Background: an optimization exercise with open tools, aiming at small area, a short achievable clock period and few clock cycles. Do not read the settings as production practice.
Function was checked by simulation only, so behaviour that the tests miss may differ from the original.
Power figures rest on the tool's default switching activity, not on a simulated workload.

### flow/config.mk
export PLATFORM = sky130hd
export DESIGN_NAME = start_length_end_deframer_unit
export DESIGN_NICKNAME = start_length_end_deframer_unit
export VERILOG_FILES = /design/flow/design.v
export SDC_FILE = /design/flow/constraint.sdc
export NUM_CORES = 4
export LEC_CHECK = 0
export CAP_MARGIN = 20
export CORE_MARGIN = 2
export CORE_UTILIZATION = 40
export SETUP_SLACK_MARGIN = 3.5
export SLEW_MARGIN = 20
### flow/constraint.sdc
create_clock -name core_clock -period 5.5 [get_ports {clk}]
set_input_delay 1.1000 -clock core_clock [delete_from_list [all_inputs] [get_ports {clk}]]
set_output_delay 1.1000 -clock core_clock [all_outputs]
set_load 0.01 [all_outputs]
### flow/design.v
package sled_pkg;
  localparam int BUF_BYTES = 64;    
  localparam int STORE     = 62;    
  localparam int CNT_W     = 7;     
  localparam int AGE_W     = 6;     
  localparam int NDESC     = 3;     
  localparam int GRP       = 16;    
  localparam int GRP_W     = $clog2(GRP);
  localparam int NGRP      = 64 / GRP;
  localparam logic [7:0] START_MARK = 8'h50;
  localparam logic [7:0] END_MARK   = 8'h45;
  localparam logic [1:0] KIND_PAYLOAD  = 2'd0;
  localparam logic [1:0] KIND_EMPTY    = 2'd1;
  localparam logic [1:0] KIND_OVERFLOW = 2'd2;
endpackage
import sled_pkg::*;
module sled_ram #(
  parameter int DEPTH = STORE
) (
  input  logic               clk,
  input  logic               shift,
  input  logic [7:0]         wdata,
  output logic [DEPTH*8-1:0] bytes_o
);
  logic [DEPTH*8-1:0] sr;
  always_ff @(posedge clk) begin
    if (shift) begin
      sr <= {sr[(DEPTH-1)*8-1:0], wdata};
    end
  end
  assign bytes_o = sr;
endmodule
import sled_pkg::*;
module sled_front (
  input  logic       clk,
  input  logic       rst_n,
  input  logic       in_tvalid,
  output logic       in_tready,
  input  logic [7:0] in_tdata,
  output logic       q_valid,
  output logic [7:0] q_data,
  output logic       q_is_end,
  input  logic       q_pop
);
  logic       v0_r, v1_r, rdy_r;
  logic [7:0] d0_r, d1_r;
  logic       e0_r, e1_r;
  logic       push;
  logic       in_end;
  assign in_tready = rdy_r;
  assign push      = in_tvalid && rdy_r;
  assign in_end    = (in_tdata == END_MARK);
  assign q_valid   = v0_r;
  assign q_data    = d0_r;
  assign q_is_end  = e0_r;
  logic v0_n, v1_n;
  always_comb begin
    v0_n = v0_r;
    v1_n = v1_r;
    if (q_pop) begin
      v0_n = v1_r;
      v1_n = 1'b0;
    end
    if (push) begin
      if (!v0_n) v0_n = 1'b1;
      else       v1_n = 1'b1;
    end
  end
  always_ff @(posedge clk) begin
    if (!rst_n) begin
      v0_r  <= 1'b0;
      v1_r  <= 1'b0;
      rdy_r <= 1'b0;
    end else begin
      v0_r  <= v0_n;
      v1_r  <= v1_n;
      rdy_r <= !v1_n;
    end
    if (q_pop || !v0_r) begin
      if (v1_r) begin
        d0_r <= d1_r;
        e0_r <= e1_r;
      end else begin
        d0_r <= in_tdata;
        e0_r <= in_end;
      end
    end
    if (push && v0_r && !(q_pop && !v1_r)) begin
      d1_r <= in_tdata;
      e1_r <= in_end;
    end
  end
endmodule
import sled_pkg::*;
module sled_back (
  input  logic               clk,
  input  logic               rst_n,
  input  logic               q_valid,
  input  logic [7:0]         q_data,
  input  logic               q_is_end,
  output logic               shift,
  input  logic [STORE*8-1:0] bytes_i,
  output logic               out_tvalid,
  input  logic               out_tready,
  output logic [7:0]         out_tdata,
  output logic               out_tlast,
  output logic [1:0]         out_tuser
);
  logic [CNT_W-1:0] cnt_r;
  logic             full_r;       
  logic             has_r;
  logic             gh_r [NGRP];
  logic [GRP_W-1:0] gi_r [NGRP];
  logic             dv_r [NDESC];
  logic [1:0]       dk_r [NDESC];
  logic [AGE_W-1:0] dp_r [NDESC];
  logic [AGE_W-1:0] dn_r [NDESC];
  logic             qfull_r;      
  logic             pstall_r;     
  logic             ovalid_r;
  logic [7:0]       obyte_r;
  logic             olast_r;
  logic [1:0]       okind_r;
  logic [7:0] b [STORE];
  always_comb begin
    for (int k = 0; k < STORE; k++) b[k] = bytes_i[k*8 +: 8];
  end
  logic consume, complete, ovf, push;
  logic out_free, pop, retire;
  assign consume  = q_valid && !pstall_r &&
                    !(qfull_r && ((q_is_end && has_r) || full_r));
  assign shift    = consume;
  assign complete = consume && q_is_end && has_r;
  assign ovf      = consume && !complete && full_r;
  assign push     = complete || ovf;
  assign out_free = !ovalid_r || out_tready;
  assign pop      = out_free && dv_r[0];
  assign retire   = pop && (dk_r[0] != KIND_PAYLOAD || dn_r[0] == AGE_W'(1));
  logic [STORE-1:0] cand;
  always_comb begin
    cand[0] = (q_data == 8'd0) && (b[0] == START_MARK) && (cnt_r != '0);
    for (int q = 1; q < STORE; q++) begin
      cand[q] = (b[q-1] == 8'(q)) && (b[q] == START_MARK) && (cnt_r > CNT_W'(q));
    end
  end
  logic             has_n;
  logic             gh_n [NGRP];
  logic [GRP_W-1:0] gi_n [NGRP];
  always_comb begin
    for (int g = 0; g < NGRP; g++) begin
      gh_n[g] = 1'b0;
      gi_n[g] = '0;
      for (int k = 0; k < GRP; k++) begin
        if (g * GRP + k < STORE && cand[g*GRP+k]) begin
          gh_n[g] = 1'b1;
          gi_n[g] = GRP_W'(k);
        end
      end
    end
    has_n = 1'b0;
    for (int g = 0; g < NGRP; g++) has_n = has_n || gh_n[g];
  end
  logic [AGE_W-1:0] best;
  always_comb begin
    best = '0;
    for (int g = 0; g < NGRP; g++) begin
      if (gh_r[g]) best = {(AGE_W-GRP_W)'(g), gi_r[g]};
    end
  end
  logic             dv_n [NDESC];
  logic [1:0]       dk_n [NDESC];
  logic [AGE_W-1:0] dp_n [NDESC];
  logic [AGE_W-1:0] dn_n [NDESC];
  logic [AGE_W-1:0] p_inc [NDESC];
  logic [AGE_W-1:0] p_dec;
  logic [AGE_W-1:0] n_dec;
  logic             placed;
  always_comb begin
    for (int k = 0; k < NDESC; k++) p_inc[k] = dp_r[k] + AGE_W'(1);
    p_dec = dp_r[0] - AGE_W'(1);
    n_dec = dn_r[0] - AGE_W'(1);
    dv_n[0] = dv_r[0];
    dk_n[0] = dk_r[0];
    dn_n[0] = pop ? n_dec : dn_r[0];
    case ({consume, pop})
      2'b10:   dp_n[0] = p_inc[0];
      2'b01:   dp_n[0] = p_dec;
      default: dp_n[0] = dp_r[0];
    endcase
    for (int k = 1; k < NDESC; k++) begin
      dv_n[k] = dv_r[k];
      dk_n[k] = dk_r[k];
      dn_n[k] = dn_r[k];
      dp_n[k] = consume ? p_inc[k] : dp_r[k];
    end
    if (retire) begin
      for (int k = 0; k < NDESC - 1; k++) begin
        dv_n[k] = dv_r[k+1];
        dk_n[k] = dk_r[k+1];
        dn_n[k] = dn_r[k+1];
        dp_n[k] = consume ? p_inc[k+1] : dp_r[k+1];
      end
      dv_n[NDESC-1] = 1'b0;
    end
    placed = 1'b0;
    if (push) begin
      for (int k = 0; k < NDESC; k++) begin
        if (!dv_n[k] && !placed) begin
          placed  = 1'b1;
          dv_n[k] = 1'b1;
          dk_n[k] = complete ? ((best == '0) ? KIND_EMPTY : KIND_PAYLOAD)
                             : KIND_OVERFLOW;
          dp_n[k] = best;
          dn_n[k] = best;
        end
      end
    end
  end
  logic qfull_n;
  logic pstall_n;
  always_comb begin
    qfull_n = 1'b1;
    for (int k = 0; k < NDESC; k++) qfull_n = qfull_n && dv_n[k];
    pstall_n = complete && (best >= AGE_W'(STORE - 2));
    for (int k = 0; k < NDESC; k++) begin
      pstall_n = pstall_n || (dv_r[k] && dk_r[k] == KIND_PAYLOAD &&
                              dp_r[k] >= AGE_W'(STORE - 2));
    end
  end
  logic [7:0] sel_lo, sel_hi;
  logic [7:0] rd_grp [8];
  logic [7:0] rd_byte;
  always_comb begin
    for (int k = 0; k < 8; k++) begin
      sel_lo[k] = (dp_r[0][2:0] == 3'(k));
      sel_hi[k] = (dp_r[0][5:3] == 3'(k));
    end
    for (int j = 0; j < 8; j++) begin
      rd_grp[j] = '0;
      for (int k = 0; k < 8; k++) begin
        if (8 * j + k < STORE) rd_grp[j] = rd_grp[j] | (b[8*j+k] & {8{sel_lo[k]}});
      end
    end
    rd_byte = '0;
    for (int j = 0; j < 8; j++) rd_byte = rd_byte | (rd_grp[j] & {8{sel_hi[j]}});
  end
  always_ff @(posedge clk) begin
    if (!rst_n) begin
      cnt_r    <= '0;
      full_r   <= 1'b0;
      has_r    <= 1'b0;
      qfull_r  <= 1'b0;
      pstall_r <= 1'b0;
      ovalid_r <= 1'b0;
      for (int k = 0; k < NDESC; k++) dv_r[k] <= 1'b0;
    end else begin
      if (consume) begin
        if (complete) begin
          cnt_r  <= '0;
          full_r <= 1'b0;
        end else if (!full_r) begin
          cnt_r  <= cnt_r + CNT_W'(1);
          full_r <= (cnt_r == CNT_W'(BUF_BYTES - 1));
        end
        has_r <= has_n && !complete;
      end
      for (int k = 0; k < NDESC; k++) dv_r[k] <= dv_n[k];
      qfull_r  <= qfull_n;
      pstall_r <= pstall_n;
      if (pop) begin
        ovalid_r <= 1'b1;
      end else if (out_tready) begin
        ovalid_r <= 1'b0;
      end
    end
    if (consume) begin
      for (int g = 0; g < NGRP; g++) begin
        gh_r[g] <= gh_n[g];
        gi_r[g] <= gi_n[g];
      end
    end
    for (int k = 0; k < NDESC; k++) begin
      dk_r[k] <= dk_n[k];
      dp_r[k] <= dp_n[k];
      dn_r[k] <= dn_n[k];
    end
    if (pop) begin
      obyte_r <= (dk_r[0] == KIND_PAYLOAD) ? rd_byte : 8'd0;
      olast_r <= (dk_r[0] != KIND_PAYLOAD) || (dn_r[0] == AGE_W'(1));
      okind_r <= dk_r[0];
    end
  end
  assign out_tvalid = ovalid_r;
  assign out_tdata  = obyte_r;
  assign out_tlast  = olast_r;
  assign out_tuser  = okind_r;
endmodule
import sled_pkg::*;
module start_length_end_deframer_unit (
  input  logic       clk,
  input  logic       rst_n,
  input  logic       in_tvalid,
  output logic       in_tready,
  input  logic [7:0] in_tdata,    
  output logic       out_tvalid,
  input  logic       out_tready,
  output logic [7:0] out_tdata,   
  output logic       out_tlast,
  output logic [1:0] out_tuser    
);
  logic               q_valid;
  logic [7:0]         q_data;
  logic               q_is_end;
  logic               shift;
  logic [STORE*8-1:0] bytes;
  sled_front u_front (
    .clk       (clk),
    .rst_n     (rst_n),
    .in_tvalid (in_tvalid),
    .in_tready (in_tready),
    .in_tdata  (in_tdata),
    .q_valid   (q_valid),
    .q_data    (q_data),
    .q_is_end  (q_is_end),
    .q_pop     (shift)
  );
  sled_ram u_ram (
    .clk     (clk),
    .shift   (shift),
    .wdata   (q_data),
    .bytes_o (bytes)
  );
  sled_back u_back (
    .clk        (clk),
    .rst_n      (rst_n),
    .q_valid    (q_valid),
    .q_data     (q_data),
    .q_is_end   (q_is_end),
    .shift      (shift),
    .bytes_i    (bytes),
    .out_tvalid (out_tvalid),
    .out_tready (out_tready),
    .out_tdata  (out_tdata),
    .out_tlast  (out_tlast),
    .out_tuser  (out_tuser)
  );
endmodule
### flow/run.sh
#!/bin/bash
# synth_recipe.tcl (not shown) runs the flow's synth.tcl, then flattens the netlist and writes it again
# the make line also repeats each setting of config.mk as NAME=value (left out here)
make -C /OpenROAD-flow-scripts/flow DESIGN_CONFIG=/design/flow/config.mk WORK_HOME=/design/flow/orfs CLKGATE_MAP_FILE= SYNTH_SCRIPT=/design/flow/synth_recipe.tcl finish
==> results of run 1 <==
-- cells in the mapped netlist (all sizes together) (7+ instances only) --
| master | instances |
|---|---|
| nor4 | 44 |
| nor2b | 22 |
| o21ai | 80 |
| edfxtp | 553 |
| inv | 20 |
| and2 | 7 |
| xor2 | 12 |
| or4 | 20 |
| a21oi | 56 |
| nand3b | 11 |
| mux2i | 8 |
| nor2 | 103 |
| clkbuf | 76 |
| a2111oi | 11 |
| a221oi | 21 |
| a21o | 10 |
| or3 | 7 |
| nand2b | 11 |
| and3 | 9 |
| nor3b | 12 |
| nor4bb | 18 |
| buf | 26 |
| a31oi | 24 |
| xnor2 | 11 |
| nor4b | 35 |
| a22oi | 221 |
| a41oi | 11 |
| a22o | 18 |
| nand2 | 129 |
| nand3 | 41 |
| dfxtp | 52 |
| ha | 13 |
| nand4b | 26 |
| and4b | 8 |
| o211ai | 13 |
| mux2 | 11 |
| nor3 | 48 |
| a211oi | 9 |
| nand4 | 92 |
-- cells by family after synthesis --
kind of cell / synth area share, %
flops: 66.5
mux: 0.938
compound gates: 14.2
xor+xnor: 0.759
simple gates: 14.9
buf+inv: 1.99
fa+ha+maj: 0.688
-- power by group --
group	leakage [nW]	internal [W]	switching, W	total [W]
sequential	5.56	0.00535	0.000336	0.00568
clock	1.04	0.00260	0.00190	0.00450
combinational	5.07	0.00183	0.00254	0.00437
-- placed cells by master (no fill, tap or decap), types with 19 or more instances in the layout --
cell / count
sky130_fd_sc_hd__a21oi_1: 32
sky130_fd_sc_hd__a22oi_1: 194
sky130_fd_sc_hd__a22oi_2: 27
sky130_fd_sc_hd__a31oi_1: 19
sky130_fd_sc_hd__buf_12: 36
sky130_fd_sc_hd__buf_16: 20
sky130_fd_sc_hd__buf_4: 191
sky130_fd_sc_hd__buf_6: 54
sky130_fd_sc_hd__clkbuf_1: 21
sky130_fd_sc_hd__clkbuf_16: 76
sky130_fd_sc_hd__dfxtp_1: 38
sky130_fd_sc_hd__edfxtp_1: 553
sky130_fd_sc_hd__nand2_1: 113
sky130_fd_sc_hd__nand3_1: 29
sky130_fd_sc_hd__nand4_1: 92
sky130_fd_sc_hd__nand4b_1: 26
sky130_fd_sc_hd__nor2_1: 73
sky130_fd_sc_hd__nor3_1: 30
sky130_fd_sc_hd__nor4_1: 22
sky130_fd_sc_hd__nor4b_1: 20
sky130_fd_sc_hd__o21ai_1: 46
-- stage by stage --
step / hold WS [ns] / area [µm²]
floorplan: 0.423 / 27200
detailed placement: 0.452 / 28200
global route: 0.476 / 35700
global placement: 0.444 / 28200
finish: 0.459 / 35700
CTS: 0.463 / 34200
-- per-layer routing --
metal / share of wire (%) / up-vias / wire length, µm / global-route usage [%]
met5: 0.052 / - / 50 / 0
met4: 6.3 / 6 / 6050 / 13.7
met3: 12 / 398 / 11500 / 6.53
met2: 44 / 1723 / 42900 / 40.8
met1: 37 / 10500 / 36000 / 36.9
li1: - / 8881 / - / -
-- path summary, 6_finish.rpt --
path / start / end / slack [ns] / cells after the start
max: u_ram.sr[302] / u_back.gi_r[2][0] / 2.78 / 8
min: u_front.d0_r[6] / u_ram.sr[6] / 0.46 / 0
max reg2reg: u_ram.sr[302] / u_back.gi_r[2][0] / 2.78 / 8
min reg2reg: u_front.d0_r[6] / u_ram.sr[6] / 0.46 / 0
-- flip-flops by register name, indices dropped and copies added, names as in the netlist, 2 cells and up --
register / flops
u_back.gh_r: 4
u_back.dp_r: 18
u_back.dk_r: 6
u_ram.sr: 496
u_front.d0_r: 8
u_back.dn_r: 18
u_back.gi_r: 16
u_back.obyte_r: 8
u_back.dv_r: 3
u_back.cnt_r: 7
u_back.okind_r: 2
u_front.d1_r: 8
-- worst max-delay path, stage by stage (launching register included) --
cell and delay, ns:
sky130_fd_sc_hd__edfxtp_1 0.43, sky130_fd_sc_hd__or4b_2 0.74, sky130_fd_sc_hd__nor3_4 0.23, sky130_fd_sc_hd__a222oi_1 0.15
sky130_fd_sc_hd__a221oi_2 0.25, sky130_fd_sc_hd__a21oi_1 0.11, sky130_fd_sc_hd__a211oi_1 0.20, sky130_fd_sc_hd__o21ai_1 0.08
sky130_fd_sc_hd__a221o_1 0.29
-- cell type report --
type                    instances  area (µm²)
repair buffers                344        4050
fillers                      5072       30000
multi-input cells            1268       10600
inverters                      21         145
clock inverters                29         329
clock buffers                  91        1810
well taps                     864        1080
diodes                          1        2.50
repair inverters                4        46.3
flip-flops and latches        605       17700
-- what timing repair did --
item                       4_1_cts  5_1_grt
gates cloned                    33        8
resized for setup              456      164
buffers inserted               182       79
hold endpoints to repair         0        0
setup endpoints to repair      637      436
pin swaps                      124      122
==> run summary, run 1 <==
share of flip-flops with an asynchronous set or reset after synthesis 0%; biggest area contributors in the synthesized netlist sky130_fd_sc_hd__edfxtp_1 (63%), sky130_fd_sc_hd__a22oi_1 (6.2%), sky130_fd_sc_hd__dfxtp_1 (3.9%), sky130_fd_sc_hd__nand4_1 (2.2%), sky130_fd_sc_hd__nand2_1 (1.8%); CTS Buffer Depth 3; utilization after layout 54.3%; hold_buf cts 0; relative slew slack about 49%; number of nets in the synthesized netlist 2016; syn avg cell area 13.3 µm²; Detailed Place HPWL 54.0 mm; antenna violations before repair 2; Critical Path RT between 5 and 6 ns; summed instance area of the synthesized netlist about 27000 µm²; violation count after the first detailed-routing iteration roughly 3400; setup slack after layout ~2.8 ns; area inside the core boundary 65700 µm²; cell count after placement around 2800; overall global routing resource usage a little over a quarter; outcome timing/DRC/antenna clean; Cell Count, Final, Fillers Out 3227; Maximum Capacitance Violations 0; DRC errors left 0; cell type with the highest aggregate area in the netlist sky130_fd_sc_hd__edfxtp_1; I/O pin total 25; post-synthesis instance total between 1500 and 2000; critical path arrival ~3.1 ns; Pre-Repair DR Iteration Count 8; clock latency of the later-clocked register in the worst-skew pair roughly 0.62 ns; Final Hold Viols 0; grt total ovfl 0; Routability Congestion 0.892; pre-CTS worst setup slack ~1.5 ns; NumNets Final roughly 2300; Worst setup EP type register; pin count of the biggest net entering global routing 47; Yosys Warn Count 20; synth unique cells 93; Max Clk Rate between 300 and 400 MHz; clock input transition at the sequential cells of the worst setup and hold paths around 0.070 ns; Die X around 260 µm; total of endpoints with negative setup slack in the final report 0; leakage power between 10 and 15 nW; vias in the first global route 20300; worst-path maximum fanout 4; critical setup path kind register to register; H-tree Lvls 3; Final Cycle Share ~50%; total via count after detailed routing between 20000 and 25000; most frequently used flop master after synthesis sky130_fd_sc_hd__edfxtp_1; transition time at the pin with the least slew margin about 0.74 ns; average wire length per cell after detail routing approximately 30 µm; post-synth top area share 62.5%; final antenna-violating net count 0; RSZ-0062 raised after global routing yes; wire length reported by the detailed router between 90 and 100 mm; Max rail drop VDD roughly 0.21 mV; sequential-to-total area share from yosys stat 66.5%; synthesis-to-layout area growth 34.5%; share of final-layout standard cells stronger than drive strength 1 approximately a third; die area between 60000 and 70000 µm²; CTS Buf Count 66; wire length of the first global-routing pass between 100 and 150 mm; Tightest Hold Check Type register to register; sort of element at the start of the critical path register; Pwr Density roughly 410 nW/µm²; Pwr Total ~0.015 W; FP Rows 94; flip-flop and latch count after synthesis 605; floorplan die height between 200 and 300 µm; root buffer cell sky130_fd_sc_hd__clkbuf_16; TritonCTS clock tree built; detailed-route vias per instance approximately 6.7; minimum clock period 2.72 ns; count of input and output buffers 24; starting density of the core around two fifths; number of enable-type register cells in the synthesized netlist roughly 550; number of pins with negative max-slew slack in the final report 0; clk_skew about 0.034 ns; Fin Setup TNS 0 ns; number of sinks on the clock net roughly 610
Testbench counts, summed over its fixed seeds: cycles 13,043.
==> inputs of run 2 (changes only) <==
--- a/flow/config.mk
+++ b/flow/config.mk
@@ -10,3 +10,3 @@
 export CORE_UTILIZATION = 40
-export SETUP_SLACK_MARGIN = 3.5
+export SETUP_SLACK_MARGIN = 3.0
 export SLEW_MARGIN = 20
==> run 2 against run 1 <==
Net effect:
- still clean
- sequential power is essentially flat
- maximum frequency grew 2.6%
- utilization shrank 3.7 points
- sequential cell count is the same
- final cell count shrank 4.1%
- synthesized area is the same
- largest power group unchanged
==> run summary, run 2 <==
vias in the first global route 19200 (-5.4%); root buffer cell sky130_fd_sc_hd__clkbuf_16; most common cell after layout, fill and taps aside sky130_fd_sc_hd__edfxtp_1; commonest cells in the synthesized netlist sky130_fd_sc_hd__edfxtp_1 (553), sky130_fd_sc_hd__a22oi_1 (220), sky130_fd_sc_hd__nand2_1 (129), sky130_fd_sc_hd__nor2_1 (102), sky130_fd_sc_hd__nand4_1 (92); CTS Buf Count 66 (unchanged); floorplan die height 262 µm (unchanged); Critical Path RT 5.99 ns (+0.11 ns); share of flip-flops with an asynchronous set or reset after synthesis 0% (unchanged); wire length reported by the detailed router 89.8 mm (-6.9%); registers with the highest flip-flop counts u_ram.sr: 496 flops, u_back.dn_r: 18 flops, u_back.dp_r: 18 flops; most frequently used flop master after synthesis sky130_fd_sc_hd__edfxtp_1; final cell area excluding filler cells 33300 µm² (-6.8%); area inside the core boundary 65700 µm² (unchanged); total of endpoints with negative setup slack in the final report 0 (unchanged); total via count after detailed routing 20600 (-4.2%); post-synthesis instance total 1990 (unchanged); cell type with the highest aggregate area in the netlist sky130_fd_sc_hd__edfxtp_1; critical path launch point u_back.cnt_r[5]; Fin Setup TNS 0 ns (unchanged); share of synthesized cell area in and, or, nand and nor gates 14.9% (unchanged); biggest area contributors in the synthesized netlist sky130_fd_sc_hd__edfxtp_1 (63%), sky130_fd_sc_hd__a22oi_1 (6.2%), sky130_fd_sc_hd__dfxtp_1 (3.9%), sky130_fd_sc_hd__nand4_1 (2.2%), sky130_fd_sc_hd__nand2_1 (1.8%); Tightest Hold Check Type register to register; most flop-heavy register u_ram.sr; Placed Area 28000 µm² (-0.64%); number of enable-type register cells in the synthesized netlist 553 (unchanged); I/O pin total 25 (unchanged); TritonCTS clock tree built; outcome timing/DRC/antenna clean; violation count after the first detailed-routing iteration 3134 (-7.0%); number of sinks on the clock net 605 (unchanged); DRC errors left 0 (unchanged); slack of the worst reg-to-reg path 2.85 ns (+0.07 ns); wire length of the first global-routing pass 126 mm (-8.1%); flip-flop and latch count after synthesis 605 (unchanged); number of flip-flops in the largest register 496 (unchanged); clk_skew 0.0294 ns (-0.00464 ns); Detailed Place HPWL 54.2 mm (+0.43%); pre-CTS worst setup slack 1.59 ns (+0.0562 ns); worst-path maximum fanout 15 (+11); critical setup path kind register to register; utilization after layout 50.6% (-3.7 points); startpoint of the most critical register-to-register path u_back.cnt_r[5]; footprint of the multi-input gates 9650 µm² (-8.7%); summed instance area of the synthesized netlist 26600 µm² (unchanged); Post-Synth Adder-Cell Area 0.688% (unchanged); area taken by flip-flops and latches 17700 µm² (about the same); Routability Congestion 0.927 (+4.0%); final antenna-violating net count 0 (unchanged); starting density of the core 40.4% (unchanged); Pwr Density 423 nW/µm² (+3.9%); Worst setup EP type register; average wire length per cell after detail routing 29.0 µm (-2.9%); Critical path destination u_back.has_r; grt total ovfl 0 (unchanged); end of the worst register-to-register path u_back.has_r; Pre-Repair DR Iteration Count 6 (-2); FP Rows 94 (unchanged); Die X 262 µm (unchanged); minimum clock period 2.65 ns (-0.0702 ns); share of synthesized area spent on multiplexers 0.938% (unchanged); Maximum Capacitance Violations 0 (unchanged); leakage power 10.5 nW (-9.6%); Final Hold Viols 0 (unchanged); overall global routing resource usage 24.6% (-2.6 points); critical path arrival 3.14 ns (+0.04 ns); combinational family with the most area after synthesis simple AND/OR/NAND/NOR gates; detailed-route vias per instance 6.66 (about the same); number of nets in the synthesized netlist 2016 (unchanged); Synth Area in Compound Gates 14.2% (unchanged); pin count of the biggest net entering global routing 115 (+140%); die area 68500 µm² (unchanged); commonest non-fill, non-tap cells in the layout sky130_fd_sc_hd__edfxtp_1 (553), sky130_fd_sc_hd__a22oi_1 (206), sky130_fd_sc_hd__nand2_1 (123); antenna violations before repair 0 (-2); depth of the worst register-to-register path 10 (+2); setup slack after layout 2.85 ns (+0.0702 ns); post-synth top area share 62.5% (unchanged); sequential-to-total area share from yosys stat 66.5% (unchanged); RSZ-0062 raised after global routing yes; most common cell in the netlist sky130_fd_sc_hd__edfxtp_1; syn avg cell area 13.3 µm² (unchanged); share of final-layout standard cells stronger than drive strength 1 23.6% (-9.8 points); fill cell instance count of the final layout 5400 (+6.5%); synth unique cells 93 (unchanged); number of pins with negative max-slew slack in the final report 0 (unchanged); synthesis-to-layout area growth 25.4%; Max rail drop VDD 0.232 mV (+11%); H-tree Lvls 3 (unchanged); clock input transition at the sequential cells of the worst setup and hold paths 0.06 ns (about the same); NumNets Final 2204 (-5.7%); clock latency of the later-clocked register in the worst-skew pair 0.61 ns (about the same); Yosys Warn Count 20 (unchanged); Final Cycle Share 48.2% (-1.3 points); sort of element at the start of the critical path register; relative slew slack 39.2% (-9.9 points); count of input and output buffers 24 (unchanged); CTS Buffer Depth 3 (unchanged); Max Clk Rate 377 MHz (+2.6%); post-synthesis xor/xnor area fraction 0.759% (unchanged); transition time at the pin with the least slew margin 0.904 ns (+0.160 ns)
run 2: cell counts after synthesis:
Identical to the previous run, type by type.
run 2: critical path, cell delays in order (launching register included):
cell                       delay [ns]
sky130_fd_sc_hd__dfxtp_4         0.38
sky130_fd_sc_hd__buf_12          0.16
sky130_fd_sc_hd__nor3b_4         0.22
sky130_fd_sc_hd__buf_4           0.14
sky130_fd_sc_hd__and2_1          0.16
sky130_fd_sc_hd__a211oi_1        0.11
sky130_fd_sc_hd__o21ai_0         0.32
sky130_fd_sc_hd__nand2_1         0.13
sky130_fd_sc_hd__or4_4           0.56
sky130_fd_sc_hd__nor4_4          0.26
sky130_fd_sc_hd__o21ai_1         0.08
run 2: worst min-delay path by stage:
stage | startpoint | to | slack (ns) | depth (start not counted)
finish | u_front.d0_r[2] | u_ram.sr[2] | 0.45 | 0
global route | u_front.d0_r[1] | u_ram.sr[1] | 0.46 | 0
CTS | u_front.d0_r[2] | u_ram.sr[2] | 0.46 | 0
detailed placement | u_front.d0_r[2] | u_ram.sr[2] | 0.44 | 0
global placement | u_front.d0_r[2] | u_ram.sr[2] | 0.44 | 0
floorplan | u_back.dk_r[0][1] | u_back.okind_r[1] | 0.42 | 0
run 2: repair_timing:
item,in CTS,in global routing
cloned,10,16
resized for setup,202,135
buffers inserted,85,52
pin swaps,40,82
hold buffers,0,0
endpoints found under the setup margin,512,307
run 2: layout make-up:
cell class / count / area share (%)
antenna: 1 / 0.00752
inverter: 21 / 0.410
clock buffer: 82 / 5.50
tap: 864 / 3.25
clock inverter: 38 / 1.08
timing repair buffer: 215 / 7.60
timing repair inverter: 1 / 0.0338
multi-input combinational: 1268 / 29.0
sequential: 605 / 53.1
run 2: metrics by stage:
step / total power (W) / instances / hold slack [ns]
after floorplan: 0.00716 / 1990 / 0.423
after detailed placement: 0.00823 / 2811 / 0.440
final: 0.0141 / 3095 / 0.449
after global routing: 0.0144 / 3094 / 0.462
after CTS: 0.0132 / 3026 / 0.457
after global placement: 0.00821 / 2811 / 0.437
run 2: cell families (layout without fill, tap and decap cells):
group	count (synthesis)	count (layout)
simple gates	672	678
flops	605	605
compound gates	532	532
buf+inv	123	357
xor+xnor	23	23
mux	21	21
fa+ha+maj	14	14
other cells	0	1
run 2: metal layers:
| metal | wire [µm] | vias up | global-route usage, % |
|---|---|---|---|
| li1 | - | 8594 | - |
| met1 | 34400 | 10200 | 34.3 |
| met2 | 40300 | 1594 | 37.4 |
| met3 | 10600 | 273 | 5.17 |
| met4 | 4500 | 0 | 10.5 |
| met5 | 0 | - | 0 |
run 2: where the power goes:
group | leakage (nW) | internal, W | total (W) | switching (W)
Sequential | 5.55 | 0.00535 | 0.00565 | 0.000307
Combinational | 3.90 | 0.00155 | 0.00391 | 0.00236
Clock | 1.08 | 0.00269 | 0.00453 | 0.00184
Total | 10.5 | 0.00959 | 0.0141 | 0.00450
==> inputs of run 3 (changes only) <==
--- a/flow/design.v
+++ b/flow/design.v
@@ -42,50 +42,14 @@
   output logic       q_is_end,
-  input  logic       q_pop
+  input  logic       room_n
 );
-  logic       v0_r, v1_r, rdy_r;
-  logic [7:0] d0_r, d1_r;
-  logic       e0_r, e1_r;
-  logic       push;
-  logic       in_end;
+  logic rdy_r;
   assign in_tready = rdy_r;
-  assign push      = in_tvalid && rdy_r;
-  assign in_end    = (in_tdata == END_MARK);
-  assign q_valid   = v0_r;
-  assign q_data    = d0_r;
-  assign q_is_end  = e0_r;
-  logic v0_n, v1_n;
-  always_comb begin
-    v0_n = v0_r;
-    v1_n = v1_r;
-    if (q_pop) begin
-      v0_n = v1_r;
-      v1_n = 1'b0;
-    end
-    if (push) begin
-      if (!v0_n) v0_n = 1'b1;
-      else       v1_n = 1'b1;
-    end
-  end
+  assign q_valid   = in_tvalid && rdy_r;
+  assign q_data    = in_tdata;
+  assign q_is_end  = (in_tdata == END_MARK);
   always_ff @(posedge clk) begin
     if (!rst_n) begin
-      v0_r  <= 1'b0;
-      v1_r  <= 1'b0;
       rdy_r <= 1'b0;
     end else begin
-      v0_r  <= v0_n;
-      v1_r  <= v1_n;
-      rdy_r <= !v1_n;
-    end
-    if (q_pop || !v0_r) begin
-      if (v1_r) begin
-        d0_r <= d1_r;
-        e0_r <= e1_r;
-      end else begin
-        d0_r <= in_tdata;
-        e0_r <= in_end;
-      end
-    end
-    if (push && v0_r && !(q_pop && !v1_r)) begin
-      d1_r <= in_tdata;
-      e1_r <= in_end;
+      rdy_r <= room_n;
     end
@@ -101,2 +65,3 @@
   output logic               shift,
+  output logic               room_n,
   input  logic [STORE*8-1:0] bytes_i,
@@ -117,4 +82,2 @@
   logic [AGE_W-1:0] dn_r [NDESC];
-  logic             qfull_r;      
-  logic             pstall_r;     
   logic             ovalid_r;
@@ -129,4 +92,3 @@
   logic out_free, pop, retire;
-  assign consume  = q_valid && !pstall_r &&
-                    !(qfull_r && ((q_is_end && has_r) || full_r));
+  assign consume  = q_valid;
   assign shift    = consume;
@@ -229,2 +191,9 @@
   end
+  logic has_nx, full_nx;
+  always_comb begin
+    has_nx  = consume ? (has_n && !complete) : has_r;
+    full_nx = consume ? (!complete && (full_r || cnt_r == CNT_W'(BUF_BYTES - 1)))
+                      : full_r;
+    room_n  = !pstall_n && !(qfull_n && (has_nx || full_nx));
+  end
   logic [7:0] sel_lo, sel_hi;
@@ -251,4 +220,2 @@
       has_r    <= 1'b0;
-      qfull_r  <= 1'b0;
-      pstall_r <= 1'b0;
       ovalid_r <= 1'b0;
@@ -267,4 +234,2 @@
       for (int k = 0; k < NDESC; k++) dv_r[k] <= dv_n[k];
-      qfull_r  <= qfull_n;
-      pstall_r <= pstall_n;
       if (pop) begin
@@ -314,2 +279,3 @@
   logic               shift;
+  logic               room_n;
   logic [STORE*8-1:0] bytes;
@@ -324,3 +290,3 @@
     .q_is_end  (q_is_end),
-    .q_pop     (shift)
+    .room_n    (room_n)
   );
@@ -339,2 +305,3 @@
     .shift      (shift),
+    .room_n     (room_n),
     .bytes_i    (bytes),
--- a/flow/config.mk
+++ b/flow/config.mk
@@ -7,2 +7,3 @@
 export LEC_CHECK = 0
+export ABC_AREA = 1
 export CAP_MARGIN = 20
@@ -10,3 +11,5 @@
 export CORE_UTILIZATION = 40
-export SETUP_SLACK_MARGIN = 3.0
+export CTS_CLUSTER_DIAMETER = 80
+export CTS_CLUSTER_SIZE = 30
+export SETUP_SLACK_MARGIN = 2.7
 export SLEW_MARGIN = 20
==> run 3 against run 2 <==
Net effect:
- sequential power fell by 6.7%
- synthesized cell count rose by 66%
- utilization fell by 6.0 points
- count of clock-buffer cells in the layout fell by 48
- maximum frequency fell by 5.5%
- worst hold slack got worse by 0.019 ns
- setup slack got worse by 0.16 ns
- clock power fell by 36%
- register-to-register slack got worse by 0.13 ns
- combinational power fell by 36%
- total power fell by 24%
- critical endpoint is now out_tdata[4]
==> run summary, run 3 <==
outcome timing/DRC/antenna clean; most frequently used flop master after synthesis sky130_fd_sc_hd__edfxtp_1; Clock Power Share 27.1% (-5.1 points); met2 usage 39.3% (+2.0 points); CTS Buf Count 31 (-53%); clock input transition at the sequential cells of the worst setup and hold paths 0.12 ns (+0.06 ns); pin count of the biggest net entering global routing 189 (+64%); busiest layer in global routing met2; summed instance area of the synthesized netlist 29700 µm² (+12%); leakage power 12.5 nW (+19%); total of endpoints with negative setup slack in the final report 0 (unchanged); Routability Congestion 0.984 (+6.0%); critical setup path kind register to output pin; Pre-Repair DR Iteration Count 6 (unchanged); I/O pin total 25 (unchanged); post-synthesis instance total 3294 (+66%); root buffer cell sky130_fd_sc_hd__clkbuf_16; Max Clk Rate 357 MHz (-5.5%); average wire length per cell after detail routing 23.8 µm (-18%); minimum clock period 2.80 ns (+0.155 ns); flip-flop and latch count after synthesis 583 (-3.6%); overall global routing resource usage 26.0% (+1.4 points); hold_ws 0.430 ns (-0.0192 ns); GR Util met1 37.8% (+3.6 points); post-synth top area share 54.1% (-8.5 points); share of flip-flops with an asynchronous set or reset after synthesis 0% (unchanged); commonest cells in the synthesized netlist sky130_fd_sc_hd__nand2_1 (736), sky130_fd_sc_hd__edfxtp_1 (535), sky130_fd_sc_hd__nor2_1 (469), sky130_fd_sc_hd__inv_1 (428), sky130_fd_sc_hd__nand3_1 (214); Final Hold Viols 0 (unchanged); cell type with the highest aggregate area in the netlist sky130_fd_sc_hd__edfxtp_1; GR Layer Usage met3 4.32% (-0.85 points); H-tree Lvls 1 (-2); synthesis-to-layout area growth 9.94%; total internal power 0.00690 W (-28%); wire length of the first global-routing pass 151 mm (+20%); antenna violations before repair 4 (+4); Tightest Hold Check Type register to register; Pwr Density 326 nW/µm² (-23%); total buffers and inverters traversed by the critical path 1 (-1); Maximum Capacitance Violations 0 (unchanged); hold_buf cts 0 (unchanged); transition time at the pin with the least slew margin 1.09 ns (+0.190 ns); violation count after the first detailed-routing iteration 3479 (+11%); floorplan die height 277 µm (+5.7%); count of input and output buffers 24 (unchanged); DRC errors left 0 (unchanged); Yosys Warn Count 20 (unchanged); die area 76500 µm² (+12%); most common cell in the netlist sky130_fd_sc_hd__nand2_1; RSZ-0062 raised after global routing yes; most flop-heavy register u_ram.sr; synth unique cells 61 (-34%); worst-path maximum fanout 1 (-14); share of final-layout standard cells stronger than drive strength 1 7.35% (-16 points); number of pins with negative max-slew slack in the final report 0 (unchanged); registers with the highest flip-flop counts u_ram.sr: 496 flops, u_back.dn_r: 18 flops, u_back.dp_r: 18 flops; CTS Buffer Depth 3 (unchanged); library cell contributing the largest single delay on the critical path sky130_fd_sc_hd__clkdlybuf4s50_1; total via count after detailed routing 24900 (+21%); crit path cell chain clkdlybuf4s50_1; cell count after placement 4240 (+51%); commonest non-fill, non-tap cells in the layout sky130_fd_sc_hd__nand2_1 (725), sky130_fd_sc_hd__edfxtp_1 (535), sky130_fd_sc_hd__nor2_1 (463); Die X 277 µm (+5.7%); Critical Path RT 4.40 ns (-1.59 ns); syn avg cell area 9.02 µm² (-32%); family with the most delay on the worst path buffers and inverters; Final Cycle Share 51.0% (+2.8 points); crit-path max cell delay 0.59 ns (+0.03 ns); number of sinks on the clock net 583 (-3.6%); Detailed Place HPWL 74.4 mm (+37%); wire length reported by the detailed router 103 mm (+14%); combinational share of power 23.4% (-4.3 points); TritonCTS clock tree built; area inside the core boundary 73200 µm² (+11%); biggest area contributors in the synthesized netlist sky130_fd_sc_hd__edfxtp_1 (54%), sky130_fd_sc_hd__nand2_1 (9.3%), sky130_fd_sc_hd__nor2_1 (5.9%), sky130_fd_sc_hd__inv_1 (5.4%), sky130_fd_sc_hd__nand3_1 (3.6%); number of nets in the synthesized netlist 3319 (+65%); number of enable-type register cells in the synthesized netlist 535 (-3.3%); NumNets Final 3347 (+52%); detailed-route vias per instance 5.78 (-13%); sequential-to-total area share from yosys stat 57.3% (-9.2 points); critical path arrival 1.70 ns (-1.44 ns); relative slew slack 27.0% (-12 points); number of flip-flops in the largest register 496 (unchanged); final antenna-violating net count 0 (unchanged); Max rail drop VDD 0.292 mV (+26%); Worst setup EP type output pin; sort of element at the start of the critical path register; setup slack after layout 2.70 ns (-0.155 ns); starting density of the core 40.6% (+0.21 points); switching portion of total power 35.2% (+3.2 points); most common cell after layout, fill and taps aside sky130_fd_sc_hd__nand2_1; Net Sw Power 0.00375 W (-17%); pre-CTS worst setup slack 1.63 ns (+0.0393 ns); FP Rows 99 (+5.3%); clock latency of the later-clocked register in the worst-skew pair 0.68 ns (+0.07 ns); Cell Count, Final, Fillers Out 4306 (+39%); clk_skew 0.0360 ns (+0.00663 ns); grt total ovfl 0 (unchanged); sequential group share of total power 49.5% (+9.4 points); vias in the first global route 23400 (+22%)
## run 3: changes by cell type after synthesis, moves of 28 or more
cell                        delta
sky130_fd_sc_hd__clkbuf_1     -42
sky130_fd_sc_hd__o21ai_0      +29
sky130_fd_sc_hd__a22oi_1     -209
sky130_fd_sc_hd__nor4b_1      -34
sky130_fd_sc_hd__o2111ai_1    +28
sky130_fd_sc_hd__nand2_1     +607
sky130_fd_sc_hd__inv_1       +408
sky130_fd_sc_hd__nand3_1     +173
sky130_fd_sc_hd__nor3_1       +49
sky130_fd_sc_hd__nor2_1      +367
sky130_fd_sc_hd__o22ai_1      +69
## run 3: path summary, 6_finish.rpt
path                     start           endpoint  slack (ns)  cells past startpoint
max          u_back.obyte_r[4]       out_tdata[4]        2.70                      1
min               u_ram.sr[26]       u_ram.sr[34]        0.43                      0
max reg2reg  u_back.dp_r[0][2]  u_back.obyte_r[2]        2.72                      8
min reg2reg       u_ram.sr[26]       u_ram.sr[34]        0.43                      0
## run 3: cell families (layout without fill, tap and decap cells)
group                    after synthesis  in the layout  share of synthesized area, %
AND/OR/NAND/NOR                     1763           1763                          26.2
flip-flops                           583            583                          57.3
buffers and inverters                524            576                          6.93
AO/OA/AOI/OAI                        394            394                          8.48
XOR/XNOR                              14             14                         0.413
adder cells (fa/ha/maj)               13             13                         0.573
multiplexers                           3              3                         0.101
other                                  0              1                             0
## run 3: repair_timing
action / CTS / global route
buffers inserted: 0 / 7
endpoints found under the setup margin: 56 / 44
pin swaps: 0 / 2
cloned: 0 / 1
resized for setup: 51 / 57
## run 3: cell type report
class                   instances  area (µm²)
clock inverters                23         309
flip-flops and latches        583       17000
inverters                     456        1750
diodes                          1        2.50
well taps                     959        1200
clock buffers                  34         797
multi-input cells            2187       11000
repair buffers                 62         594
fillers                      7127       40500
repair inverters                1        7.51
## run 3: power by group through the flow
stage	combinational [W]	clock (W)	sequential [W]
3_5_place_dp	0.00230	0	0.00536
2_1_floorplan	0.00133	0	0.00533
3_3_place_gp	0.00230	0	0.00536
5_1_grt	0.00261	0.00303	0.00529
4_1_cts	0.00236	0.00291	0.00526
6_report	0.00250	0.00289	0.00527
## run 3: worst register-to-register path, delay by kind of cell, from the launching register on
kind | cells | cell delay [ns]
buffers and inverters | 2 | 0.49
flip-flops | 1 | 0.43
AND/OR/NAND/NOR | 3 | 0.73
AO/OA/AOI/OAI | 3 | 0.92
## run 3: metrics by stage
step / TNS (ns) / utilization, % / total power (W) / cell area, µm²
after floorplan: -2192.11 / - / 0.00667 / 29800
after detailed placement: 0 / 42.5 / 0.00766 / 31100
after global routing: 0 / 44.6 / 0.0109 / 32700
after global placement: 0 / 42.5 / 0.00766 / 31100
final: 0 / 44.6 / 0.0107 / 32700
after CTS: 0 / 44.3 / 0.0105 / 32400
## run 3: routing by layer
layer | vias up | share of wire, %
met2 | 1354 | 43
met5 | - | 0.015
met4 | 4 | 3.8
met3 | 221 | 10
met1 | 11900 | 43
li1 | 11400 | -
Testbench counts of run 3, summed over its fixed seeds: cycles 13,035.
==> inputs of run 4 (changes only) <==
--- a/flow/config.mk
+++ b/flow/config.mk
@@ -13,3 +13,3 @@
 export CTS_CLUSTER_SIZE = 30
-export SETUP_SLACK_MARGIN = 2.7
+export SETUP_SLACK_MARGIN = 3.0
 export SLEW_MARGIN = 20
==> run 4 against run 3 <==
Net effect:
- largest cell class unchanged
- setup slack better by 0.22 ns
- die area stayed put
- routed wire length is 0.95% higher
- cell area is 2.1% higher
- via count is 1.4% higher
- synthesized area stayed put
- highest routed layer unchanged
- still clean
- non-clock buffer count is 25 higher
- global-route usage is 0.14 points higher
==> run summary, run 4 <==
outcome timing/DRC/antenna clean; Post-Synth Adder-Cell Area 0.573% (unchanged); wire length of the first global-routing pass 152 mm (+0.59%); share of final-layout standard cells stronger than drive strength 1 9.84% (+2.5 points); TritonCTS clock tree built; area inside the core boundary 73200 µm² (unchanged); total of endpoints with negative setup slack in the final report 0 (unchanged); RSZ-0062 raised after global routing yes; clock latency of the later-clocked register in the worst-skew pair 0.68 ns (about the same); most flop-heavy register u_ram.sr; Max Clk Rate 387 MHz (+8.4%); number of nets in the synthesized netlist 3319 (unchanged); critical setup path kind register to register; critical path arrival 3.00 ns (+1.30 ns); Maximum Capacitance Violations 0 (unchanged); H-tree Lvls 1 (unchanged); fill cell instance count of the final layout 7059 (-0.95%); Critical Path RT 5.92 ns (+1.52 ns); NumNets Final 3374 (+0.81%); diode count 0 (-1); transition time at the pin with the least slew margin 1.09 ns (-0.00625 ns); Detailed Place HPWL 74.4 mm (unchanged); relative slew slack 27.5% (+0.42 points); most common cell after layout, fill and taps aside sky130_fd_sc_hd__nand2_1; summed instance area of the synthesized netlist 29700 µm² (unchanged); leakage power 12.8 nW (+2.1%); syn avg cell area 9.02 µm² (unchanged); I/O pin total 25 (unchanged); Pwr Total 0.0108 W (+1.5%); die area 76500 µm² (unchanged); number of pins with negative max-slew slack in the final report 0 (unchanged); most frequently used flop master after synthesis sky130_fd_sc_hd__edfxtp_1; synthesis-to-layout area growth 12.3%; clk_skew 0.0345 ns (-0.00151 ns); grt total ovfl 0 (unchanged); detailed-route vias per instance 5.83 (+0.80%); Final Hold Viols 0 (unchanged); worst-path maximum fanout 38 (+37); minimum clock period 2.59 ns (-0.218 ns); number of flip-flops in the largest register 496 (unchanged); flip-flop and latch count after synthesis 583 (unchanged); Routability Congestion 0.984 (unchanged); wire length reported by the detailed router 103 mm (+0.95%); overall global routing resource usage 26.1% (+0.14 points); Yosys Warn Count 20 (unchanged); synth unique cells 61 (unchanged); share of synthesized area spent on multiplexers 0.101% (unchanged); Max rail drop VDD 0.265 mV (-9.5%); count of input and output buffers 24 (unchanged); number of sinks on the clock net 583 (unchanged); total via count after detailed routing 25300 (+1.4%); FP Rows 99 (unchanged); number of enable-type register cells in the synthesized netlist 535 (unchanged); post-synthesis instance total 3294 (unchanged); biggest area contributors in the synthesized netlist sky130_fd_sc_hd__edfxtp_1 (54%), sky130_fd_sc_hd__nand2_1 (9.3%), sky130_fd_sc_hd__nor2_1 (5.9%), sky130_fd_sc_hd__inv_1 (5.4%), sky130_fd_sc_hd__nand3_1 (3.6%); Worst setup EP type register; violation count after the first detailed-routing iteration 3567 (+2.5%); registers with the highest flip-flop counts u_ram.sr: 496 flops, u_back.dn_r: 18 flops, u_back.dp_r: 18 flops; floorplan die height 277 µm (unchanged); hold_ws 0.435 ns (+0.00467 ns); starting density of the core 40.6% (unchanged); Synth Area in Compound Gates 8.48% (unchanged); CTS Buf Count 31 (unchanged); CTS Buffer Depth 3 (unchanged); share of synthesized cell area in and, or, nand and nor gates 26.2% (unchanged); sort of element at the start of the critical path register; vias in the first global route 23600 (+0.91%); most common cell in the netlist sky130_fd_sc_hd__nand2_1; post-synthesis xor/xnor area fraction 0.413% (unchanged); sequential-to-total area share from yosys stat 57.3% (unchanged); Pre-Repair DR Iteration Count 6 (unchanged); root buffer cell sky130_fd_sc_hd__clkbuf_16; commonest non-fill, non-tap cells in the layout sky130_fd_sc_hd__nand2_1 (716), sky130_fd_sc_hd__edfxtp_1 (535), sky130_fd_sc_hd__nor2_1 (452); Die X 277 µm (unchanged); DRC errors left 0 (unchanged); clock input transition at the sequential cells of the worst setup and hold paths 0.12 ns (about the same); post-synth top area share 54.1% (unchanged); Pwr Density 324 nW/µm² (-0.62%); average wire length per cell after detail routing 23.9 µm (+0.35%); final antenna-violating net count 0 (unchanged); combinational family with the most area after synthesis simple AND/OR/NAND/NOR gates; cell type with the highest aggregate area in the netlist sky130_fd_sc_hd__edfxtp_1; Final Cycle Share 47.0% (-4.0 points); Tightest Hold Check Type register to register; commonest cells in the synthesized netlist sky130_fd_sc_hd__nand2_1 (736), sky130_fd_sc_hd__edfxtp_1 (535), sky130_fd_sc_hd__nor2_1 (469), sky130_fd_sc_hd__inv_1 (428), sky130_fd_sc_hd__nand3_1 (214); pin count of the biggest net entering global routing 189 (unchanged); share of flip-flops with an asynchronous set or reset after synthesis 0% (unchanged); antenna violations before repair 4 (unchanged)
run 4: cell counts after synthesis:
No cell type changed its count.
run 4: per-layer routing:
layer | routed length [µm] | vias to the layer above | global-route usage, % | part of all wire [%]
met2 | 44500 | 1433 | 39.3 | 43
met3 | 10700 | 252 | 4.50 | 10
met1 | 43900 | 12100 | 37.9 | 42
li1 | - | 11500 | - | -
met4 | 4310 | 4 | 9.51 | 4.2
met5 | 26 | - | 0 | 0.025
run 4: cells by family (layout without fill, tap and decap cells):
group,after synthesis,after routing
and+or+nand+nor,1763,1764
DFF,583,583
buffers and inverters,524,602
AOI/OAI and AO/OA,394,394
xor gates and xnor gates,14,14
adders and majority gates,13,13
muxes,3,3
run 4: worst paths after layout:
kind                            depth (start not counted)  slack, ns         startpoint                end
worst max-delay path                                    8       2.91  u_back.dp_r[0][2]  u_back.obyte_r[2]
worst min-delay path                                    0       0.43       u_ram.sr[26]       u_ram.sr[34]
worst min register to register                          0       0.43       u_ram.sr[26]       u_ram.sr[34]
worst max register to register                          8       2.91  u_back.dp_r[0][2]  u_back.obyte_r[2]
run 4: final cells by class:
class	instances	area [µm²]	share of cell area, %
repair inverters	2	12.5	0.0375
repair buffers	87	865	2.59
flip-flops and latches	583	17100	51.1
clock inverters	23	309	0.926
clock buffers	34	797	2.39
inverters	456	1780	5.34
well taps	959	1200	3.60
multi-input cells	2188	11300	34.0
run 4: worst max-delay path: stages (launching register included):
cell                       delay (ns)
sky130_fd_sc_hd__dfxtp_4         0.43
sky130_fd_sc_hd__inv_2           0.10
sky130_fd_sc_hd__nand3_2         0.14
sky130_fd_sc_hd__buf_12          0.31
sky130_fd_sc_hd__o22ai_1         0.12
sky130_fd_sc_hd__o31ai_1         0.46
sky130_fd_sc_hd__nand2_1         0.30
sky130_fd_sc_hd__a211oi_1        0.36
sky130_fd_sc_hd__a21oi_1         0.10
run 4: timing repair:
action,4_1_cts,5_1_grt
setup buffers,6,26
setup endpoints to repair,274,53
cloned,1,2
gates resized for setup,166,84
pin swaps,11,16
hold buffers,0,0
run 4: metrics by stage:
stage | utilization (%) | std cells | TNS [ns] | worst slack, ns | area (µm²)
global route | 45.6 | 4332 | 0 | 2.90 | 33400
CTS | 44.8 | 4304 | 0 | 2.88 | 32800
finish | 45.6 | 4332 | 0 | 2.91 | 33400
detailed placement | 42.5 | 4240 | 0 | 1.63 | 31100
global placement | 42.5 | 4240 | 0 | 1.65 | 31100
floorplan | - | 3294 | -2192.11 | -4.16 | 29800
run 4: power breakdown:
group	switching, W	total, W	internal (W)
Combinational	0.00190	0.00265	0.000746
Sequential	0.000214	0.00528	0.00506
Clock	0.00172	0.00288	0.00117
Total	0.00383	0.0108	0.00698
==> inputs of run 5 (changes only) <==
--- a/flow/design.v
+++ b/flow/design.v
@@ -73,4 +73,5 @@
 );
-  logic [CNT_W-1:0] cnt_r;
-  logic             full_r;       
+  logic [7:0]       hgt_r;
+  logic [6:0]       lgt_r;
+  logic             full_r;
   logic             has_r;
@@ -95,2 +96,3 @@
   assign complete = consume && q_is_end && has_r;
+  assign full_r   = hgt_r[7];
   assign ovf      = consume && !complete && full_r;
@@ -100,7 +102,12 @@
   assign retire   = pop && (dk_r[0] != KIND_PAYLOAD || dn_r[0] == AGE_W'(1));
+  logic [STORE-1:0] in_buf;
   logic [STORE-1:0] cand;
   always_comb begin
-    cand[0] = (q_data == 8'd0) && (b[0] == START_MARK) && (cnt_r != '0);
+    for (int q = 0; q < STORE; q++) begin
+      in_buf[q] = ((q / 8 == 0) || hgt_r[(q / 8 + 7) % 8]) &&
+                  (hgt_r[q / 8] || ((q % 8 < 7) && lgt_r[(q % 8) % 7]));
+    end
+    cand[0] = (q_data == 8'd0) && (b[0] == START_MARK) && in_buf[0];
     for (int q = 1; q < STORE; q++) begin
-      cand[q] = (b[q-1] == 8'(q)) && (b[q] == START_MARK) && (cnt_r > CNT_W'(q));
+      cand[q] = (b[q-1] == 8'(q)) && (b[q] == START_MARK) && in_buf[q];
     end
@@ -194,3 +201,3 @@
     has_nx  = consume ? (has_n && !complete) : has_r;
-    full_nx = consume ? (!complete && (full_r || cnt_r == CNT_W'(BUF_BYTES - 1)))
+    full_nx = consume ? (!complete && (full_r || (hgt_r[6] && lgt_r[6])))
                       : full_r;
@@ -217,4 +224,4 @@
     if (!rst_n) begin
-      cnt_r    <= '0;
-      full_r   <= 1'b0;
+      hgt_r    <= '0;
+      lgt_r    <= '0;
       has_r    <= 1'b0;
@@ -225,7 +232,11 @@
         if (complete) begin
-          cnt_r  <= '0;
-          full_r <= 1'b0;
+          hgt_r <= '0;
+          lgt_r <= '0;
         end else if (!full_r) begin
-          cnt_r  <= cnt_r + CNT_W'(1);
-          full_r <= (cnt_r == CNT_W'(BUF_BYTES - 1));
+          if (lgt_r[6]) begin
+            lgt_r <= '0;
+            hgt_r <= {hgt_r[6:0], 1'b1};
+          end else begin
+            lgt_r <= {lgt_r[5:0], 1'b1};
+          end
         end
--- a/flow/config.mk
+++ b/flow/config.mk
@@ -10,5 +10,5 @@
 export CORE_MARGIN = 2
-export CORE_UTILIZATION = 40
-export CTS_CLUSTER_DIAMETER = 80
-export CTS_CLUSTER_SIZE = 30
+export CORE_UTILIZATION = 55
+export CTS_CLUSTER_DIAMETER = 60
+export CTS_CLUSTER_SIZE = 25
 export SETUP_SLACK_MARGIN = 3.0
==> run 5 against run 4 <==
Net effect:
- register-to-register slack improved by 0.09 ns
- sequential cell count increased by 7
- synthesized cell count decreased by 15%
- maximum frequency increased by 3.4%
- via count decreased by 13%
- sequential power about the same
- clock power increased by about 20%
- setup slack improved by 0.086 ns
- critical path depth increased by 4
- highest routed layer unchanged
==> run summary, run 5 <==
Critical Path RT 5.92 ns (about the same); critical path arrival 2.92 ns (-0.08 ns); Tightest Hold Check Type register to register; commonest non-fill, non-tap cells in the layout sky130_fd_sc_hd__nand2_1 (694), sky130_fd_sc_hd__edfxtp_1 (535), sky130_fd_sc_hd__nor2_1 (348); syn avg cell area 9.76 µm² (+8.2%); Pre-Repair DR Iteration Count 6 (unchanged); number of pins with negative max-slew slack in the final report 0 (unchanged); final antenna-violating net count 0 (unchanged); footprint of the multi-input gates 8790 µm² (-22%); TritonCTS clock tree built; total of endpoints with negative setup slack in the final report 0 (unchanged); family with the most delay on the worst path compound AO/OA/AOI/OAI gates; FP Rows 81 (-18%); commonest cells in the synthesized netlist sky130_fd_sc_hd__nand2_1 (704), sky130_fd_sc_hd__edfxtp_1 (535), sky130_fd_sc_hd__nor2_1 (357), sky130_fd_sc_hd__inv_1 (353), sky130_fd_sc_hd__nor3_1 (129); Die X 227 µm (-18%); diode count 0 (unchanged); area taken by flip-flops and latches 17200 µm² (+0.72%); starting density of the core 55.9% (+15 points); H-tree Lvls 2 (+1); sequential-to-total area share from yosys stat 62.5% (+5.2 points); Final Cycle Share 45.5% (-1.6 points); Final Hold Viols 0 (unchanged); Max Clk Rate 400 MHz (+3.4%); pin count of the biggest net entering global routing 190 (+0.53%); RSZ-0062 raised after global routing yes; share of final-layout standard cells stronger than drive strength 1 9.94% (+0.099 points); antenna violations before repair 1 (-3); CP most frequent cell sky130_fd_sc_hd__o21ai_1; CTS Buf Count 43 (+39%); Yosys Warn Count 20 (unchanged); clock latency of the later-clocked register in the worst-skew pair 0.63 ns (-0.05 ns); post-synthesis instance total 2814 (-15%); most common cell in the netlist sky130_fd_sc_hd__nand2_1; number of sinks on the clock net 590 (+1.2%); most frequently used flop master after synthesis sky130_fd_sc_hd__edfxtp_1; wire length reported by the detailed router 88.4 mm (-15%); most common cell after layout, fill and taps aside sky130_fd_sc_hd__nand2_1; worst-path maximum fanout 11 (-71%); transition time at the pin with the least slew margin 1.19 ns (+0.104 ns); detailed-route vias per instance 6.10 (+4.7%); average wire length per cell after detail routing 24.5 µm (+2.5%); leakage power 12.0 nW (-5.8%); biggest area contributors in the synthesized netlist sky130_fd_sc_hd__edfxtp_1 (58%), sky130_fd_sc_hd__nand2_1 (9.6%), sky130_fd_sc_hd__nor2_1 (4.9%), sky130_fd_sc_hd__inv_1 (4.8%), sky130_fd_sc_hd__dfxtp_1 (4.0%); pre-CTS worst setup slack 1.45 ns (-0.178 ns); minimum clock period 2.50 ns (-0.0856 ns); clock input transition at the sequential cells of the worst setup and hold paths 0.09 ns (-0.03 ns); die area 51700 µm² (-32%); number of flip-flops in the largest register 496 (unchanged); NumNets Final 2934 (-13%); library cell contributing the largest single delay on the critical path sky130_fd_sc_hd__dfxtp_4; number of enable-type register cells in the synthesized netlist 535 (unchanged); synth unique cells 64 (+4.9%); Fin Setup TNS 0 ns (unchanged); most flop-heavy register u_ram.sr; registers with the highest flip-flop counts u_ram.sr: 496 flops, u_back.dn_r: 18 flops, u_back.dp_r: 18 flops; total buffers and inverters traversed by the critical path 2 (unchanged); sort of element at the start of the critical path register; number of nets in the synthesized netlist 2836 (-15%); I/O pin total 25 (unchanged); synthesis-to-layout area growth 13.0%; Routability Congestion 0.978 (-0.55%); Worst setup EP type register; total via count after detailed routing 22000 (-13%); wire length of the first global-routing pass 127 mm (-16%); share of flip-flops with an asynchronous set or reset after synthesis 0% (unchanged); Detailed Place HPWL 59.0 mm (-21%); violation count after the first detailed-routing iteration 3207 (-10%); vias in the first global route 20200 (-15%); outcome timing/DRC/antenna clean; critical setup path kind register to register; Pwr Total 0.0120 W (+11%); overall global routing resource usage 33.5% (+7.4 points); CTS Buffer Depth 3 (unchanged); count of input and output buffers 24 (unchanged); cell type with the highest aggregate area in the netlist sky130_fd_sc_hd__edfxtp_1; relative slew slack 20.6% (-6.9 points); summed instance area of the synthesized netlist 27500 µm² (-7.6%); crit-path max cell delay 0.41 ns (-0.05 ns); DRC errors left 0 (unchanged); fill cell instance count of the final layout 4046 (-43%); Maximum Capacitance Violations 0 (unchanged); post-synth top area share 58.5% (+4.4 points); root buffer cell sky130_fd_sc_hd__clkbuf_16; floorplan die height 227 µm (-18%); Pwr Density 387 nW/µm² (+19%); flip-flop and latch count after synthesis 590 (+1.2%); setup slack after layout 3.00 ns (+0.0856 ns); clk_skew 0.0580 ns (+0.0234 ns); grt total ovfl 0 (unchanged); crit path cell chain nor2_4, nand2_2, inv_4, buf_4, nand2_1, o21ai_0, a21oi_1, o2111ai_1, o21ai_1, o21ai_1, nor2_1, a21oi_2; Max rail drop VDD 0.295 mV (+11%); area inside the core boundary 49200 µm² (-33%)
run 5: cell types whose count changed after synthesis, sizes merged, moves of 36 or more:
cell / change
inv: -76
nand2: -45
nand3: -87
nand4: -76
nor2: -126
nor3: +38
nor4: -44
o22ai: -36
run 5: cell families (layout without fill, tap and decap cells):
kind of cell / count (synthesis) / count (layout) / synth area share, %
and+or+nand+nor: 1406 / 1406 / 21.5
xor gates and xnor gates: 16 / 16 / 0.510
muxes: 4 / 4 / 0.146
AOI/OAI and AO/OA: 344 / 344 / 8.25
DFF: 590 / 590 / 62.5
buffers and inverters: 444 / 577 / 6.66
adders and majority gates: 10 / 10 / 0.483
run 5: path summary, 6_finish.rpt:
kind / from / to / slack (ns) / cells past startpoint
worst max-delay path: u_back.dp_r[0][1] / u_back.obyte_r[4] / 3.00 / 12
worst min-delay path: u_ram.sr[163] / u_ram.sr[171] / 0.45 / 0
worst max register to register: u_back.dp_r[0][1] / u_back.obyte_r[4] / 3.00 / 12
worst min register to register: u_ram.sr[163] / u_ram.sr[171] / 0.45 / 0
run 5: layer usage:
layer / up-vias / global-route usage [%] / share of wire [%]
met5: - / 0 / 0.010
met4: 2 / 14.1 / 4.3
met3: 213 / 5.15 / 11
met2: 1402 / 49.3 / 43
met1: 10600 / 49.7 / 42
li1: 9840 / - / -
run 5: what timing repair did:
item	CTS	global route
gates cloned	2	4
hold buffers	0	0
resized for setup	83	84
endpoints found under the setup margin	442	58
pin swaps	15	21
buffers inserted	16	43
run 5: area by class of cell:
cell class                 instances  area share [%]
tap                              664            2.68
inverter                         378            5.04
clock inverter                    33            1.27
multi-input combinational       1780            28.3
clock buffer                      47            3.58
timing repair buffer             114            3.54
sequential                       590            55.4
timing repair inverter             5           0.189
run 5: per-stage QoR:
step           area [µm²]  instances  hold WS (ns)  utilization [%]
2_1_floorplan       27500       2814         0.426                -
3_5_place_dp        28500       3466         0.432             57.9
5_1_grt             31000       3611         0.458             63.1
4_1_cts             30400       3564         0.451             61.8
6_report            31000       3611         0.453             63.1
3_3_place_gp        28500       3466         0.427             57.9
run 5: report_power, final:
group / switching (W) / internal [W]
clock: 0.00182 / 0.00163
sequential: 0.000210 / 0.00510
combinational: 0.00222 / 0.00102
total: 0.00425 / 0.00775
Testbench counts of run 5, summed over its fixed seeds: cycles 13,035.

what the ideal ports hide:
Ports are ideal in the flow. The routed layouts listed here were re-timed in OpenROAD. Step 1 assumes that a clkbuf_16 drives the clock port and a buf_2 every other input. Step 2 times the ports against the registers' clock, not the clock port: input delays grow and output delays shrink by t, the midpoint of the rising clock arrivals with the driver on. Three values: no drivers, after step 1, after step 2; two values: the first two.
run | t, ns | slack for setup (ns) | hold slack, ns | worst data-port slew with drivers (ns) | pins driven straight from the clock port
run 1 | 0.674 | 2.781 / 2.781 / 2.172 | 0.459 / 0.459 / 0.459 | 0.05 | 1
run 2 | 0.671 | 2.851 / 2.851 / 2.288 | 0.449 / 0.449 / 0.449 | 0.05 | 1
run 3 | 0.723 | 2.695 / 2.632 / 2.069 | 0.430 / 0.430 / 0.430 | 0.03 | 1
run 4 | 0.722 | 2.914 / 2.914 / 2.425 | 0.435 / 0.435 / 0.435 | 0.03 | 1
run 5 | 0.657 | 2.999 / 2.999 / 2.416 | 0.453 / 0.453 / 0.453 | 0.05 | 1
After both steps setup and hold are still met in every run listed. The setup slack of run 3, which loses most, moves by -0.063 ns with the drivers and by -0.626 ns with both steps.
